Source: an optimization exercise on an open RTL-to-GDS flow (aim: small area). Production flows keep margins and buffers that such runs may drop.
The RTL was checked by simulation tests, not by an equivalence proof against the original design.
Power is estimated from default activity; no workload was simulated.

== north ==
==> flow/design.v <==
module operand_fetch (
    input  logic        clk,
    input  logic        rst,
    input  logic        in_valid_i,
    output logic        in_ready_o,
    input  logic [3:0]  in_op_i,
    input  logic [4:0]  in_rs1_addr_i,
    input  logic [4:0]  in_rs2_addr_i,
    input  logic [4:0]  in_rd_addr_i,
    input  logic [31:0] in_imm_i,
    input  logic        in_use_imm_i,
    input  logic        ex_fwd_en_i,
    input  logic [4:0]  ex_fwd_addr_i,
    input  logic [31:0] ex_fwd_data_i,
    input  logic        wb_en_i,
    input  logic [4:0]  wb_addr_i,
    input  logic [31:0] wb_data_i,
    output logic        out_valid_o,
    input  logic        out_ready_i,
    output logic [3:0]  ALU_OP_o,
    output logic [31:0] ALU_RS1_o,
    output logic [31:0] ALU_RS2_o,
    output logic [4:0]  out_rd_addr_o
);
    logic        ph;
    logic        full;
    logic        accept;
    logic        hold;
    logic [31:0] st [1:31];
    logic [31:0] st_d [1:31];
    logic [31:0] wx;
    assign out_valid_o = full;
    assign in_ready_o  = !rst && (!full || out_ready_i);
    assign accept      = in_valid_i && in_ready_o;
    assign hold        = !accept;
    always_ff @(posedge clk) begin
        ph   <= !rst && !ph;
        full <= !rst && (accept || (full && !out_ready_i));
    end
    assign wx = wb_data_i ^ {32{ph}};
    for (genvar i = 1; i < 32; i++) begin : g_rf
        logic we, ws, hs;
        assign we = wb_en_i && (wb_addr_i == 5'(i));
        assign ws = rst || we;
        assign hs = rst || !we;
        for (genvar b = 0; b < 32; b++) begin : g_b
            of_oai22 u_d (.a1(st[i][b]), .a2(ws), .b1(wx[b]), .b2(hs), .y(st_d[i][b]));
        end
        always_ff @(posedge clk)
            st[i] <= st_d[i];
    end
    logic        nz1, ex1, wb1, rf1, pe1;
    logic        nz2, ex2, wb2, rf2, im2, pe2, acc2;
    logic [31:1] sel1, sel2, nbyp;
    logic [3:0]  lo1, lo2, loe, low;
    logic [7:0]  hi1, hi2, hie, hiw;
    assign nz1 = (in_rs1_addr_i != 5'd0);
    assign ex1 = accept && nz1 && ex_fwd_en_i && (ex_fwd_addr_i == in_rs1_addr_i);
    assign wb1 = accept && nz1 && !ex1 && wb_en_i && (wb_addr_i == in_rs1_addr_i);
    assign rf1 = accept && nz1 && !ex1 && !wb1;
    assign pe1 = ph && rf1;
    assign im2  = accept && in_use_imm_i;
    assign acc2 = accept && !in_use_imm_i;
    assign nz2  = (in_rs2_addr_i != 5'd0);
    assign ex2  = acc2 && nz2 && ex_fwd_en_i && (ex_fwd_addr_i == in_rs2_addr_i);
    assign wb2  = acc2 && nz2 && !ex2 && wb_en_i && (wb_addr_i == in_rs2_addr_i);
    assign rf2  = acc2 && nz2 && !ex2 && !wb2;
    assign pe2  = ph && rf2;
    for (genvar j = 0; j < 4; j++) begin : g_lo
        assign lo1[j] = (in_rs1_addr_i[1:0] == 2'(j));
        assign lo2[j] = (in_rs2_addr_i[1:0] == 2'(j));
        assign loe[j] = (ex_fwd_addr_i[1:0] == 2'(j));
        assign low[j] = (wb_addr_i[1:0] == 2'(j));
    end
    for (genvar k = 0; k < 8; k++) begin : g_hi
        assign hi1[k] = accept && (in_rs1_addr_i[4:2] == 3'(k));
        assign hi2[k] = acc2 && (in_rs2_addr_i[4:2] == 3'(k));
        assign hie[k] = ex_fwd_en_i && (ex_fwd_addr_i[4:2] == 3'(k));
        assign hiw[k] = wb_en_i && (wb_addr_i[4:2] == 3'(k));
    end
    for (genvar i = 1; i < 32; i++) begin : g_sel
        assign nbyp[i] = !((loe[i%4] && hie[i/4]) || (low[i%4] && hiw[i/4]));
        of_and3 u_s1 (.a(lo1[i%4]), .b(hi1[i/4]), .c(nbyp[i]), .y(sel1[i]));
        of_and3 u_s2 (.a(lo2[i%4]), .b(hi2[i/4]), .c(nbyp[i]), .y(sel2[i]));
    end
    logic [31:0] rs1_d, rs2_d;
    for (genvar b = 0; b < 32; b++) begin : g_out
        logic [11:0] l1, l2;
        logic [2:0]  h1, h2;
        logic        nr1, nr2;
        for (genvar k = 0; k < 10; k++) begin : g_k
            of_aoi222 u_a1 (.a1(st[3*k+1][b]), .a2(sel1[3*k+1]),
                            .b1(st[3*k+2][b]), .b2(sel1[3*k+2]),
                            .c1(st[3*k+3][b]), .c2(sel1[3*k+3]), .y(l1[k]));
            of_aoi222 u_a2 (.a1(st[3*k+1][b]), .a2(sel2[3*k+1]),
                            .b1(st[3*k+2][b]), .b2(sel2[3*k+2]),
                            .c1(st[3*k+3][b]), .c2(sel2[3*k+3]), .y(l2[k]));
        end
        of_aoi222 u_b1 (.a1(st[31][b]), .a2(sel1[31]),
                        .b1(ex_fwd_data_i[b]), .b2(ex1),
                        .c1(wb_data_i[b]), .c2(wb1), .y(l1[10]));
        of_nand2  u_c1 (.a(ALU_RS1_o[b]), .b(hold), .y(l1[11]));
        of_aoi222 u_b2 (.a1(st[31][b]), .a2(sel2[31]),
                        .b1(ex_fwd_data_i[b]), .b2(ex2),
                        .c1(wb_data_i[b]), .c2(wb2), .y(l2[10]));
        of_aoi22  u_c2 (.a1(ALU_RS2_o[b]), .a2(hold),
                        .b1(in_imm_i[b]), .b2(im2), .y(l2[11]));
        for (genvar g = 0; g < 3; g++) begin : g_g
            of_nand4 u_n1 (.a(l1[4*g]), .b(l1[4*g+1]), .c(l1[4*g+2]), .d(l1[4*g+3]), .y(h1[g]));
            of_nand4 u_n2 (.a(l2[4*g]), .b(l2[4*g+1]), .c(l2[4*g+2]), .d(l2[4*g+3]), .y(h2[g]));
        end
        of_nor3  u_r1 (.a(h1[0]), .b(h1[1]), .c(h1[2]), .y(nr1));
        of_nor3  u_r2 (.a(h2[0]), .b(h2[1]), .c(h2[2]), .y(nr2));
        of_xnor2 u_x1 (.a(nr1), .b(pe1), .y(rs1_d[b]));
        of_xnor2 u_x2 (.a(nr2), .b(pe2), .y(rs2_d[b]));
    end
    always_ff @(posedge clk) begin
        ALU_RS1_o <= rs1_d;
        ALU_RS2_o <= rs2_d;
        if (accept) begin
            ALU_OP_o      <= in_op_i;
            out_rd_addr_o <= in_rd_addr_i;
        end
    end
endmodule
module of_oai22 (input logic a1, a2, b1, b2, output logic y);
    assign y = ~((a1 | a2) & (b1 | b2));
endmodule
module of_aoi222 (input logic a1, a2, b1, b2, c1, c2, output logic y);
    assign y = ~((a1 & a2) | (b1 & b2) | (c1 & c2));
endmodule
module of_aoi22 (input logic a1, a2, b1, b2, output logic y);
    assign y = ~((a1 & a2) | (b1 & b2));
endmodule
module of_and3 (input logic a, b, c, output logic y);
    assign y = a & b & c;
endmodule
module of_nand2 (input logic a, b, output logic y);
    assign y = ~(a & b);
endmodule
module of_nand4 (input logic a, b, c, d, output logic y);
    assign y = ~(a & b & c & d);
endmodule
module of_nor3 (input logic a, b, c, output logic y);
    assign y = ~(a | b | c);
endmodule
module of_xnor2 (input logic a, b, output logic y);
    assign y = ~(a ^ b);
endmodule
clock: 5.0 ns
lec_check: 0
cap_margin: 20
core_margin: 2
core_utilization: 40
cts_cluster_diameter: 100
cts_cluster_size: 25
slew_margin: 20
synth_hierarchical: 1
standard.sh (not shown) runs the stock make flow with config.mk's settings and CLKGATE_MAP_FILE= SYNTH_SCRIPT=/design/flow/synth_recipe.tcl, a recipe that flattens the netlist after the stock synthesis.
==> flow/flow/run.sh <==
#!/bin/bash
# The standard layout (the standard.sh, unchanged synthesis, floorplan, power grid, placement,
# CTS and routing), with one difference: the port buffers that global placement inserts on every
# input and output use the smallest buffer cell instead of the one buffer_ports picks by default.
set -euo pipefail
export BUFFER_PORTS_ARGS="-buffer_cell sky130_fd_sc_hd__buf_1"
bash standard.sh > standard.log 2>&1
diff inputs: north => south
==> flow/design.v, changed modules only <==
module operand_fetch (
    input  logic        clk,
    input  logic        rst,
    input  logic        in_valid_i,
    output logic        in_ready_o,
    input  logic [3:0]  in_op_i,
    input  logic [4:0]  in_rs1_addr_i,
    input  logic [4:0]  in_rs2_addr_i,
    input  logic [4:0]  in_rd_addr_i,
    input  logic [31:0] in_imm_i,
    input  logic        in_use_imm_i,
    input  logic        ex_fwd_en_i,
    input  logic [4:0]  ex_fwd_addr_i,
    input  logic [31:0] ex_fwd_data_i,
    input  logic        wb_en_i,
    input  logic [4:0]  wb_addr_i,
    input  logic [31:0] wb_data_i,
    output logic        out_valid_o,
    input  logic        out_ready_i,
    output logic [3:0]  ALU_OP_o,
    output logic [31:0] ALU_RS1_o,
    output logic [31:0] ALU_RS2_o,
    output logic [4:0]  out_rd_addr_o
);
    logic        ph;
    logic        full;
    logic        accept;
    logic        hold;
    logic [31:0] st [1:31];
    logic [31:0] st_d [1:31];
    logic [31:0] wx;
    assign out_valid_o = full;
    assign in_ready_o  = !rst && (!full || out_ready_i);
    assign accept      = in_valid_i && in_ready_o;
    assign hold        = !accept;
    always_ff @(posedge clk) begin
        ph   <= !rst && !ph;
        full <= !rst && (accept || (full && !out_ready_i));
    end
    assign wx = wb_data_i ^ {32{ph}};
    for (genvar i = 1; i < 32; i++) begin : g_rf
        logic we, ws, hs;
        assign we = wb_en_i && (wb_addr_i == 5'(i));
        assign ws = rst || we;
        assign hs = rst || !we;
        for (genvar b = 0; b < 32; b++) begin : g_b
            of_oai22 u_d (.a1(st[i][b]), .a2(ws), .b1(wx[b]), .b2(hs), .y(st_d[i][b]));
        end
        always_ff @(posedge clk)
            st[i] <= st_d[i];
    end
    logic        nz1, ex1, wb1, rf1, pe1;
    logic        nz2, ex2, wb2, rf2, im2, pe2;
    logic [31:1] sel1, sel2;
    assign nz1 = (in_rs1_addr_i != 5'd0);
    assign ex1 = accept && nz1 && ex_fwd_en_i && (ex_fwd_addr_i == in_rs1_addr_i);
    assign wb1 = accept && nz1 && !ex1 && wb_en_i && (wb_addr_i == in_rs1_addr_i);
    assign rf1 = accept && nz1 && !ex1 && !wb1;
    assign pe1 = ph && rf1;
    assign im2 = accept && in_use_imm_i;
    assign nz2 = (in_rs2_addr_i != 5'd0);
    assign ex2 = accept && !in_use_imm_i && nz2 && ex_fwd_en_i && (ex_fwd_addr_i == in_rs2_addr_i);
    assign wb2 = accept && !in_use_imm_i && nz2 && !ex2 && wb_en_i && (wb_addr_i == in_rs2_addr_i);
    assign rf2 = accept && !in_use_imm_i && nz2 && !ex2 && !wb2;
    assign pe2 = ph && rf2;
    for (genvar i = 1; i < 32; i++) begin : g_sel
        assign sel1[i] = rf1 && (in_rs1_addr_i == 5'(i));
        assign sel2[i] = rf2 && (in_rs2_addr_i == 5'(i));
    end
    logic [31:0] rs1_d, rs2_d;
    for (genvar b = 0; b < 32; b++) begin : g_out
        logic [11:0] l1, l2;
        logic [2:0]  h1, h2;
        logic        nr1, nr2;
        for (genvar k = 0; k < 10; k++) begin : g_k
            of_aoi222 u_a1 (.a1(st[3*k+1][b]), .a2(sel1[3*k+1]),
                            .b1(st[3*k+2][b]), .b2(sel1[3*k+2]),
                            .c1(st[3*k+3][b]), .c2(sel1[3*k+3]), .y(l1[k]));
            of_aoi222 u_a2 (.a1(st[3*k+1][b]), .a2(sel2[3*k+1]),
                            .b1(st[3*k+2][b]), .b2(sel2[3*k+2]),
                            .c1(st[3*k+3][b]), .c2(sel2[3*k+3]), .y(l2[k]));
        end
        of_aoi222 u_b1 (.a1(st[31][b]), .a2(sel1[31]),
                        .b1(ex_fwd_data_i[b]), .b2(ex1),
                        .c1(wb_data_i[b]), .c2(wb1), .y(l1[10]));
        of_nand2  u_c1 (.a(ALU_RS1_o[b]), .b(hold), .y(l1[11]));
        of_aoi222 u_b2 (.a1(st[31][b]), .a2(sel2[31]),
                        .b1(ex_fwd_data_i[b]), .b2(ex2),
                        .c1(wb_data_i[b]), .c2(wb2), .y(l2[10]));
        of_aoi22  u_c2 (.a1(ALU_RS2_o[b]), .a2(hold),
                        .b1(in_imm_i[b]), .b2(im2), .y(l2[11]));
        for (genvar g = 0; g < 3; g++) begin : g_g
            of_nand4 u_n1 (.a(l1[4*g]), .b(l1[4*g+1]), .c(l1[4*g+2]), .d(l1[4*g+3]), .y(h1[g]));
            of_nand4 u_n2 (.a(l2[4*g]), .b(l2[4*g+1]), .c(l2[4*g+2]), .d(l2[4*g+3]), .y(h2[g]));
        end
        of_nor3  u_r1 (.a(h1[0]), .b(h1[1]), .c(h1[2]), .y(nr1));
        of_nor3  u_r2 (.a(h2[0]), .b(h2[1]), .c(h2[2]), .y(nr2));
        of_xnor2 u_x1 (.a(nr1), .b(pe1), .y(rs1_d[b]));
        of_xnor2 u_x2 (.a(nr2), .b(pe2), .y(rs2_d[b]));
    end
    always_ff @(posedge clk) begin
        ALU_RS1_o <= rs1_d;
        ALU_RS2_o <= rs2_d;
        if (accept) begin
            ALU_OP_o      <= in_op_i;
            out_rd_addr_o <= in_rd_addr_i;
        end
    end
endmodule
// module of_and3 removed
==> comparison <==
Diff north -> south: number of clock buffer instances in the layout increased by 3 relative to the old numbers; cell area after synthesis closely matched the old numbers; shortest period the worst path allows increased by 290 ps relative to the old numbers. Compared with north, south shows a lower worst clock skew. ALU_RS2_o[15]$_DFF_P_ as the critical path endpoint was reported by south, and ALU_RS2_o[11]$_DFF_P_ by north. north → south: post-layout instance area went up, synthesized net count went down, global routing usage summed across all routing layers went up. south vs north: leakage power figure down slightly.

-- afterwards: timing with drivers on the ports --
Ports are ideal in the flow. The routed layouts listed here were re-timed in OpenROAD. Step 1 sets driving cells, clkbuf_16 on the clock port and buf_2 on the other inputs (assumed; they add their load-dependent delay and slew). Step 2 times the ports against the registers' clock, not the clock port: input delays grow and output delays shrink by t, the midpoint of the rising clock arrivals with the driver on. Three values: ideal ports, drivers, drivers and shift; two values: the first two.
| run | t, ns | setup slack, ns | worst slew at a driven data input, ns |
|---|---|---|---|
| north | 0.716 | 1.090 / 1.012 / 0.296 | 0.18 |
| south | 0.725 | 0.804 / 0.841 / 0.116 | 0.17 |
After both steps setup and hold are still met in every run listed. For north, which loses most, drivers alone change the setup slack by -0.078 ns; drivers and shift together by -0.794 ns.
